Background: an optimization exercise with open tools, aiming at small area, a short achievable clock period and few clock cycles per item. Do not read the settings as production practice.
Only simulation tests tie the RTL to the original design; equivalence was not proved.
Power and IR drop assume default switching activity.

## job 7446
## ex_stage
module ex_stage (
    input  logic        clk,
    input  logic        rst,
    input  logic        id_ex_valid,
    input  logic [31:0] id_ex_pc,
    input  logic [31:0] id_ex_rs1_data,
    input  logic [31:0] id_ex_rs2_data,
    input  logic [31:0] id_ex_imm,
    input  logic        id_ex_alu_src,
    input  logic [3:0]  id_ex_alu_op,
    input  logic        id_ex_branch,
    input  logic [2:0]  id_ex_funct3,
    input  logic [4:0]  id_ex_rd,
    input  logic        id_ex_reg_write,
    input  logic        id_ex_mem_read,
    input  logic        id_ex_mem_write,
    input  logic        id_ex_mem_to_reg,
    input  logic [1:0]  forwardA,
    input  logic [1:0]  forwardB,
    input  logic [31:0] mem_wb_fwd_data,
    input  logic        mem_stall,
    input  logic        flush,
    output logic        ex_busy,
    output logic        ex_mem_valid,
    output logic        ex_mem_reg_write,
    output logic        ex_mem_mem_read,
    output logic        ex_mem_mem_write,
    output logic        ex_mem_mem_to_reg,
    output logic [31:0] ex_mem_alu_result,
    output logic [31:0] ex_mem_store_data,
    output logic [4:0]  ex_mem_rd,
    output logic        ex_mem_branch_taken,
    output logic [31:0] ex_mem_branch_target
);
export LEC_CHECK = 0
export ABC_AREA = 1
export CAP_MARGIN = 20
export CORE_MARGIN = 2
export CORE_UTILIZATION = 35
export SLEW_MARGIN = 30
create_clock -name core_clock -period 18.0 [get_ports {clk}]
standard.sh (not shown) runs the stock make flow with config.mk's settings and CLKGATE_MAP_FILE= SYNTH_SCRIPT=/design/flow/synth_recipe.tcl, a recipe that flattens the netlist after the stock synthesis.
==> flow/flow/run.sh <==
#!/bin/bash
# Standard synthesis, then the standard layout with timing repair aimed
# below the clock period (setup margin in flow/margin.txt), so the achieved
# period shrinks. Ports are buffered with buf_1 rather than the delay cell
# buffer_ports picks by default.
set -euo pipefail
MARGIN=$(cat flow/margin.txt)
bash standard.sh synth > synth.log 2>&1
bash standard.sh SETUP_SLACK_MARGIN=$MARGIN "BUFFER_PORTS_ARGS=-buffer_cell sky130_fd_sc_hd__buf_1" finish > layout.log 2>&1
==> flow/flow/margin.txt <==
10.2
Having completed the whole flow, job 7446 delivered a layout that passed the timing, design-rule and antenna checks.
Testbench counts of job 7446, summed over its fixed seeds: cycles 25,557, instructions 16,000.
[inputs] job 2773 vs job 7446
==> flow/flow/margin.txt <==
10.1
-- flow/config.mk --
<<< job 7446, line 10
export CORE_MARGIN = 2
export CORE_UTILIZATION = 35
export SLEW_MARGIN = 30
>>> job 2773, line 10
export CORE_MARGIN = 2
export CORE_UTILIZATION = 45
export SLEW_MARGIN = 30
==> comparison <==
Summary — total wire length, job 2773 relative to job 7446: lower, by about 1.2%. Worst hold slack ended up 4.1 ps higher on job 2773 than on job 7446. Taking job 7446 as the reference, in job 2773 cell area has decreased, fraction of the mapped netlist area in adder cells shows no meaningful change. In the tables for job 2773 and job 7446, well tap count reads higher with job 7446.

Setup of before:
ex_stage, a different RTL version from the one above (not shown whole).
Size: roughly 3300 cells after synthesis, roughly 180 flip-flops, about 300 I/O pins, ~28000 µm² of cells after synthesis.
clock: 18.0 ns
lec_check: 0
cap_margin: 20
cell_pad_in_sites_detail_placement: 1
core_margin: 2
core_utilization: 35
slew_margin: 30
==> flow/flow/margin.txt <==
9.5
Scripts as last shown in full above: flow/flow/run.sh
before completed end to end with timing, DRC and antenna clean.
Testbench counts of before, summed over its fixed seeds: cycles 25,557, instructions 16,000.
The inputs of after differ from those of before as listed below.
Settings: swapping 35 for 30 in CORE_UTILIZATION.
==> flow/flow/run.sh <==
#!/bin/bash
# Standard synthesis, then the standard layout with timing repair aimed
# below the clock period (setup margin in flow/margin.txt), so the achieved
# period shrinks. Ports are buffered with buf_2 rather than the delay cell
# buffer_ports picks by default.
set -euo pipefail
MARGIN=$(cat flow/margin.txt)
bash standard.sh synth > synth.log 2>&1
bash standard.sh SETUP_SLACK_MARGIN=$MARGIN "BUFFER_PORTS_ARGS=-buffer_cell sky130_fd_sc_hd__buf_2" finish > layout.log 2>&1
==> flow/flow/margin.txt <==
10
- Taking before as the reference, in after global-route met2 utilization lower, portion of total power attributed to the clock network went down 2.0 points, power in sequential cells shows no meaningful change, initial core utilization went down 5.0 points, number of cell instances on the worst register-to-register path has increased.
- Against before, after comes in 0.21 ns higher on time the worst path needs with I/O delays and setup.
- On area of the die: between after and before, it ends up lower for before.
- Via count of the first global-routing pass delta for after relative to before: about 5% higher

The RTL this note starts from:
==> flow/design.v <==
module ex_stage #(
    parameter int K = 8
) (
    input  logic        clk,
    input  logic        rst,
    input  logic        id_ex_valid,
    input  logic [31:0] id_ex_pc,
    input  logic [31:0] id_ex_rs1_data,
    input  logic [31:0] id_ex_rs2_data,
    input  logic [31:0] id_ex_imm,
    input  logic        id_ex_alu_src,
    input  logic [3:0]  id_ex_alu_op,
    input  logic        id_ex_branch,
    input  logic [2:0]  id_ex_funct3,
    input  logic [4:0]  id_ex_rd,
    input  logic        id_ex_reg_write,
    input  logic        id_ex_mem_read,
    input  logic        id_ex_mem_write,
    input  logic        id_ex_mem_to_reg,
    input  logic [1:0]  forwardA,
    input  logic [1:0]  forwardB,
    input  logic [31:0] mem_wb_fwd_data,
    input  logic        mem_stall,
    input  logic        flush,
    output logic        ex_busy,
    output logic        ex_mem_valid,
    output logic        ex_mem_reg_write,
    output logic        ex_mem_mem_read,
    output logic        ex_mem_mem_write,
    output logic        ex_mem_mem_to_reg,
    output logic [31:0] ex_mem_alu_result,
    output logic [31:0] ex_mem_store_data,
    output logic [4:0]  ex_mem_rd,
    output logic        ex_mem_branch_taken,
    output logic [31:0] ex_mem_branch_target
);
    localparam int NS    = (32 + K - 1) / K;      
    localparam int CW    = (NS > 1) ? $clog2(NS) : 1;
    localparam int LW    = K * (NS - 1);           
    localparam int LWR   = (LW > 0) ? LW : 1;
    localparam int BW    = K * NS;                 
    logic [31:0] opa, fwdb, opb;
    always_comb begin
        case (forwardA)
            2'b01:   opa = ex_mem_alu_result;
            2'b10:   opa = mem_wb_fwd_data;
            default: opa = id_ex_rs1_data;
        endcase
        case (forwardB)
            2'b01:   fwdb = ex_mem_alu_result;
            2'b10:   fwdb = mem_wb_fwd_data;
            default: fwdb = id_ex_rs2_data;
        endcase
        opb = id_ex_alu_src ? id_ex_imm : fwdb;
    end
    logic        is_sub;
    logic [32:0] sum;
    logic        ltu, lts;
    logic [31:0] sh_in, sh_out, sh_rev;
    logic        sh_left, sh_fill;
    logic [31:0] alu_res;
    assign is_sub = (id_ex_alu_op != 4'd0);
    assign sum    = {1'b0, opa} + {1'b0, is_sub ? ~opb : opb} + {32'd0, is_sub};
    assign ltu    = ~sum[32];
    assign lts    = (opa[31] ^ opb[31]) ? opa[31] : sum[31];
    assign sh_left = (id_ex_alu_op == 4'd5);
    assign sh_fill = (id_ex_alu_op == 4'd7) & opa[31];
    always_comb begin
        for (int i = 0; i < 32; i++) sh_rev[i] = opa[31-i];
    end
    assign sh_in  = sh_left ? sh_rev : opa;
    assign sh_out = $unsigned({{32{sh_fill}}, sh_in} >> opb[4:0]);
    logic [CW-1:0]   cnt_q;
    logic            last_q;
    logic [31:0]     hi_q;
    logic [LWR-1:0]  lo_q;
    logic [BW-1:0]   bpad;
    logic [K-1:0]    bsl;
    logic [32+K-1:0] t;
    logic [63:0]     prod;
    logic            is_mul;
    assign is_mul = id_ex_alu_op[3] & id_ex_alu_op[1];    
    assign bpad   = BW'(opb);
    assign bsl    = bpad[cnt_q*K +: K];
    assign t      = {{K{1'b0}}, hi_q} + opa * bsl;
    generate
        if (NS > 1) begin : g_prod
            assign prod = 64'({t, lo_q[LWR-1 -: LW]});
        end else begin : g_prod1
            assign prod = 64'(t);
        end
    endgenerate
    always_comb begin
        case (id_ex_alu_op)
            4'd0, 4'd1: alu_res = sum[31:0];
            4'd2:       alu_res = opa & opb;
            4'd3:       alu_res = opa | opb;
            4'd4:       alu_res = opa ^ opb;
            4'd5:       for (int i = 0; i < 32; i++) alu_res[i] = sh_out[31-i];
            4'd6, 4'd7: alu_res = sh_out;
            4'd8:       alu_res = {31'd0, lts};
            4'd9:       alu_res = {31'd0, ltu};
            4'd10:      alu_res = prod[31:0];
            4'd11:      alu_res = prod[63:32];
            default:    alu_res = opb;
        endcase
    end
    logic br_eq, br_ltu, br_lts, br_cond;
    assign br_eq  = (opa == fwdb);
    assign br_ltu = (opa < fwdb);
    assign br_lts = (opa[31] ^ fwdb[31]) ? opa[31] : br_ltu;
    always_comb begin
        case (id_ex_funct3[2:1])
            2'b00:   br_cond = br_eq;
            2'b10:   br_cond = br_lts;
            default: br_cond = br_ltu;
        endcase
        br_cond = br_cond ^ id_ex_funct3[0];
    end
    logic accept, mul_step;
    assign ex_busy  = is_mul & ~last_q;
    assign accept   = id_ex_valid & ~ex_busy & ~mem_stall & ~flush;
    assign mul_step = id_ex_valid & is_mul & ~last_q & ~flush;
    always_ff @(posedge clk) begin
        if (rst || flush || !id_ex_valid || accept) begin
            cnt_q  <= '0;
            last_q <= (NS == 1);
            hi_q   <= '0;
        end else if (mul_step) begin
            cnt_q  <= cnt_q + CW'(1);
            last_q <= (cnt_q == CW'(NS - 2));
            hi_q   <= t[32+K-1:K];
        end
    end
    generate
        if (NS > 2) begin : g_lo
            always_ff @(posedge clk) begin
                if (mul_step) lo_q <= {t[K-1:0], lo_q[LWR-1:K]};
            end
        end else if (NS == 2) begin : g_lo2
            always_ff @(posedge clk) begin
                if (mul_step) lo_q <= t[K-1:0];
            end
        end else begin : g_lo1
            assign lo_q = '0;
        end
    endgenerate
    logic        valid_q, rw_q, mr_q, mw_q, m2r_q, taken_q;
    logic [31:0] result_q, store_q, target_q;
    logic [4:0]  rd_q;
    always_ff @(posedge clk) begin
        if (rst || flush) begin
            valid_q <= 1'b0;
            rw_q    <= 1'b0;
            mr_q    <= 1'b0;
            mw_q    <= 1'b0;
            m2r_q   <= 1'b0;
            taken_q <= 1'b0;
        end else if (!mem_stall) begin
            valid_q <= accept;
            rw_q    <= accept & id_ex_reg_write;
            mr_q    <= accept & id_ex_mem_read;
            mw_q    <= accept & id_ex_mem_write;
            m2r_q   <= accept & id_ex_mem_to_reg;
            taken_q <= accept & id_ex_branch & br_cond;
        end
    end
    always_ff @(posedge clk) begin
        if (accept) begin
            result_q <= alu_res;
            store_q  <= fwdb;
            rd_q     <= id_ex_rd;
            target_q <= id_ex_pc + id_ex_imm;
        end
    end
    assign ex_mem_valid         = valid_q;
    assign ex_mem_reg_write     = rw_q;
    assign ex_mem_mem_read      = mr_q;
    assign ex_mem_mem_write     = mw_q;
    assign ex_mem_mem_to_reg    = m2r_q;
    assign ex_mem_alu_result    = result_q;
    assign ex_mem_store_data    = store_q;
    assign ex_mem_rd            = rd_q;
    assign ex_mem_branch_taken  = taken_q;
    assign ex_mem_branch_target = target_q;
endmodule
==> flow/config.mk <==
export PLATFORM = sky130hd
export DESIGN_NAME = ex_stage
export DESIGN_NICKNAME = ex_stage
export VERILOG_FILES = /design/flow/design.v
export SDC_FILE = /design/flow/constraint.sdc
export NUM_CORES = 4
export LEC_CHECK = 0
export CAP_MARGIN = 20
export CORE_MARGIN = 2
export CORE_UTILIZATION = 30
export SLEW_MARGIN = 20
==> flow/constraint.sdc <==
create_clock -name core_clock -period 18.0 [get_ports {clk}]
set_input_delay 3.6000 -clock core_clock [delete_from_list [all_inputs] [get_ports {clk}]]
set_output_delay 3.6000 -clock core_clock [all_outputs]
set_load 0.01 [all_outputs]
==> flow/flow/run.sh <==
#!/bin/bash
# Standard synthesis, then the standard layout with timing repair aimed
# below the clock period (setup margin), so the achieved period shrinks.
set -euo pipefail
MARGIN=$(cat flow/margin.txt)
bash standard.sh synth > synth.log 2>&1
bash standard.sh SETUP_SLACK_MARGIN=$MARGIN finish > layout.log 2>&1
==> flow/flow/margin.txt <==
9
Testbench counts at the start, summed over its fixed seeds: cycles 25,557, instructions 16,000.
Change:
==> flow/run.sh (new file) <==
#!/bin/bash
# synth_recipe.tcl (not shown) runs the flow's synth.tcl, then flattens the netlist and writes it again
# the make line also repeats each setting of config.mk as NAME=value (left out here)
make -C /OpenROAD-flow-scripts/flow DESIGN_CONFIG=/design/flow/config.mk WORK_HOME=/design/flow/orfs CLKGATE_MAP_FILE= SYNTH_SCRIPT=/design/flow/synth_recipe.tcl finish
--- a/flow/config.mk
+++ b/flow/config.mk
@@ -10,0 +11 @@
+export SETUP_SLACK_MARGIN = 5
removed: flow/flow/run.sh
removed: flow/flow/margin.txt
removed: flow/standard.sh
Effect:
- final cell count goes down by 5.0%
- non-clock buffer count goes down by 212
- sequential share of layout area goes up by 2.3 points
- power goes down by about 33%
- final area goes down by about 15%
- die area does not change
- synthesized cell count stays the same
- register-to-register slack got worse by 1.4 ns
- sequential power stays flat

ex_stage with an RTL version that a note above also has.
For scale: roughly 3700 cells after synthesis, about 180 flip-flops, roughly 300 I/O pins, ~0.027 mm² of cells after synthesis.
==> flow/config.mk <==
export PLATFORM = sky130hd
export DESIGN_NAME = ex_stage
export DESIGN_NICKNAME = ex_stage
export VERILOG_FILES = /design/flow/design.v
export SDC_FILE = /design/flow/constraint.sdc
export NUM_CORES = 4
export LEC_CHECK = 0
export ABC_AREA = 1
export CAP_MARGIN = 20
export CORE_MARGIN = 2
export CORE_UTILIZATION = 35
export SLEW_MARGIN = 30
==> flow/constraint.sdc <==
create_clock -name core_clock -period 18.0 [get_ports {clk}]
set_input_delay 3.6000 -clock core_clock [delete_from_list [all_inputs] [get_ports {clk}]]
set_output_delay 3.6000 -clock core_clock [all_outputs]
set_load 0.01 [all_outputs]
==> flow/flow/run.sh <==
#!/bin/bash
# Standard synthesis, then the standard layout with timing repair aimed
# below the clock period (setup margin in flow/margin.txt), so the achieved
# period shrinks. Ports are buffered with buf_1 rather than the delay cell
# buffer_ports picks by default.
set -euo pipefail
MARGIN=$(cat flow/margin.txt)
bash standard.sh synth > synth.log 2>&1
bash standard.sh SETUP_SLACK_MARGIN=$MARGIN "BUFFER_PORTS_ARGS=-buffer_cell sky130_fd_sc_hd__buf_1" finish > layout.log 2>&1
==> flow/flow/margin.txt <==
10.0
Testbench counts at the start, summed over its fixed seeds: cycles 25,557, instructions 16,000.
Then changed:
==> flow/flow/margin.txt (replaced) <==
10.1
Settings changed: SLEW_MARGIN 30 to 20.
Routed wire length drops by 1.5%.
First-iteration DRC count climbs by 0.60%.
Setup slack gains 37 ps.
Global-route usage drops by 0.44 points.
Clock skew climbs by 5.8 ps.

## JK
ex_stage, a different RTL version from the one above (not shown whole).
Size in the first run: ~3700 cells after synthesis, ~170 flip-flops, about 300 I/O pins, about 30000 um^2 of cells after synthesis.
// ex_stage
module ex_stage (
    input  logic        clk,
    input  logic        rst,
    input  logic        id_ex_valid,
    input  logic [31:0] id_ex_pc,
    input  logic [31:0] id_ex_rs1_data,
    input  logic [31:0] id_ex_rs2_data,
    input  logic [31:0] id_ex_imm,
    input  logic        id_ex_alu_src,
    input  logic [3:0]  id_ex_alu_op,
    input  logic        id_ex_branch,
    input  logic [2:0]  id_ex_funct3,
    input  logic [4:0]  id_ex_rd,
    input  logic        id_ex_reg_write,
    input  logic        id_ex_mem_read,
    input  logic        id_ex_mem_write,
    input  logic        id_ex_mem_to_reg,
    input  logic [1:0]  forwardA,
    input  logic [1:0]  forwardB,
    input  logic [31:0] mem_wb_fwd_data,
    input  logic        mem_stall,
    input  logic        flush,
    output logic        ex_busy,
    output logic        ex_mem_valid,
    output logic        ex_mem_reg_write,
    output logic        ex_mem_mem_read,
    output logic        ex_mem_mem_write,
    output logic        ex_mem_mem_to_reg,
    output logic [31:0] ex_mem_alu_result,
    output logic [31:0] ex_mem_store_data,
    output logic [4:0]  ex_mem_rd,
    output logic        ex_mem_branch_taken,
    output logic [31:0] ex_mem_branch_target
);
export LEC_CHECK = 0
export CAP_MARGIN = 20
export CORE_MARGIN = 2
export CORE_UTILIZATION = 20
export SLEW_MARGIN = 20
create_clock -name core_clock -period 18.0 [get_ports {clk}]
==> flow/flow/run.sh <==
#!/bin/bash
# Standard synthesis, then the standard layout with timing repair aimed
# below the clock period (setup margin), so the achieved period shrinks.
set -euo pipefail
MARGIN=$(cat flow/margin.txt)
bash standard.sh synth > synth.log 2>&1
bash standard.sh SETUP_SLACK_MARGIN=$MARGIN finish > layout.log 2>&1
==> flow/flow/margin.txt <==
10.2
Testbench counts of JK, summed over its fixed seeds: cycles 25,557, instructions 16,000.
Inputs modified between JK and MS:
==> flow/flow/margin.txt <==
9.5
Notes after the runs:
- Re reported combinational group power: JK was higher than MS.
- On total global-route track usage, JK tracks MS almost exactly.
- Net switching power figure (MS over JK): decrease, 2.8%
- In the route summary, MS ends up with a via count below that of JK.
- Side by side, power share of the clock group turned out higher in MS than in JK.
- MS ended up with a higher relative contribution of sequential cells to total power than JK did.
- Looking at largest net degree at the start of global routing, MS sits about 12% above JK.

what the ideal ports hide:
In the flow no input, the clock included, has a driving cell. The finished layouts below were timed again as built, in two steps. Step 1, drivers: a clkbuf_16 drives clk and a buf_2 each remaining input, both assumed. Step 2 times the ports against the registers' clock, not the clock port: input delays grow and output delays shrink by t, the midpoint of the rising clock arrivals with the driver on. Slacks: no drivers / after step 1 / after step 2; pairs: no drivers / after step 1.
run | t (ns) | slack for setup (ns) | worst setup path at the end | worst data-port slew with drivers (ns)
job 7446 | 0.560 | 10.153 / 10.194 / 9.634 | input to register | 0.07
job 2773 | 0.551 | 10.095 / 10.105 / 9.554 | input to register | 0.08
before | 0.566 | 9.387 / 9.414 / 8.848 | input to register | 0.11
after | 0.545 | 9.181 / 9.197 / 8.652 | input to register | 0.09
the first run of note 3 | 0.586 | 7.851 / 7.857 / 7.271 | input to register | 0.12
the second run of note 3 | 0.569 | 5.628 / 5.653 / 5.084 | input to register | 0.12
the first run of note 4 | 0.550 | 10.043 / 10.061 / 9.528 | input to register | 0.07
the second run of note 4 | 0.563 | 10.079 / 10.067 / 9.558 | input to register | 0.06
JK | 0.566 | 9.960 / 9.990 / 9.425 | input to register | 0.14
MS | 0.571 | 9.379 / 9.427 / 8.856 | input to register | 0.11
After both steps setup and hold are still met in every run listed. For the first run of note 3, which loses most, drivers alone change the setup slack by +0.006 ns; drivers and shift together by -0.580 ns.
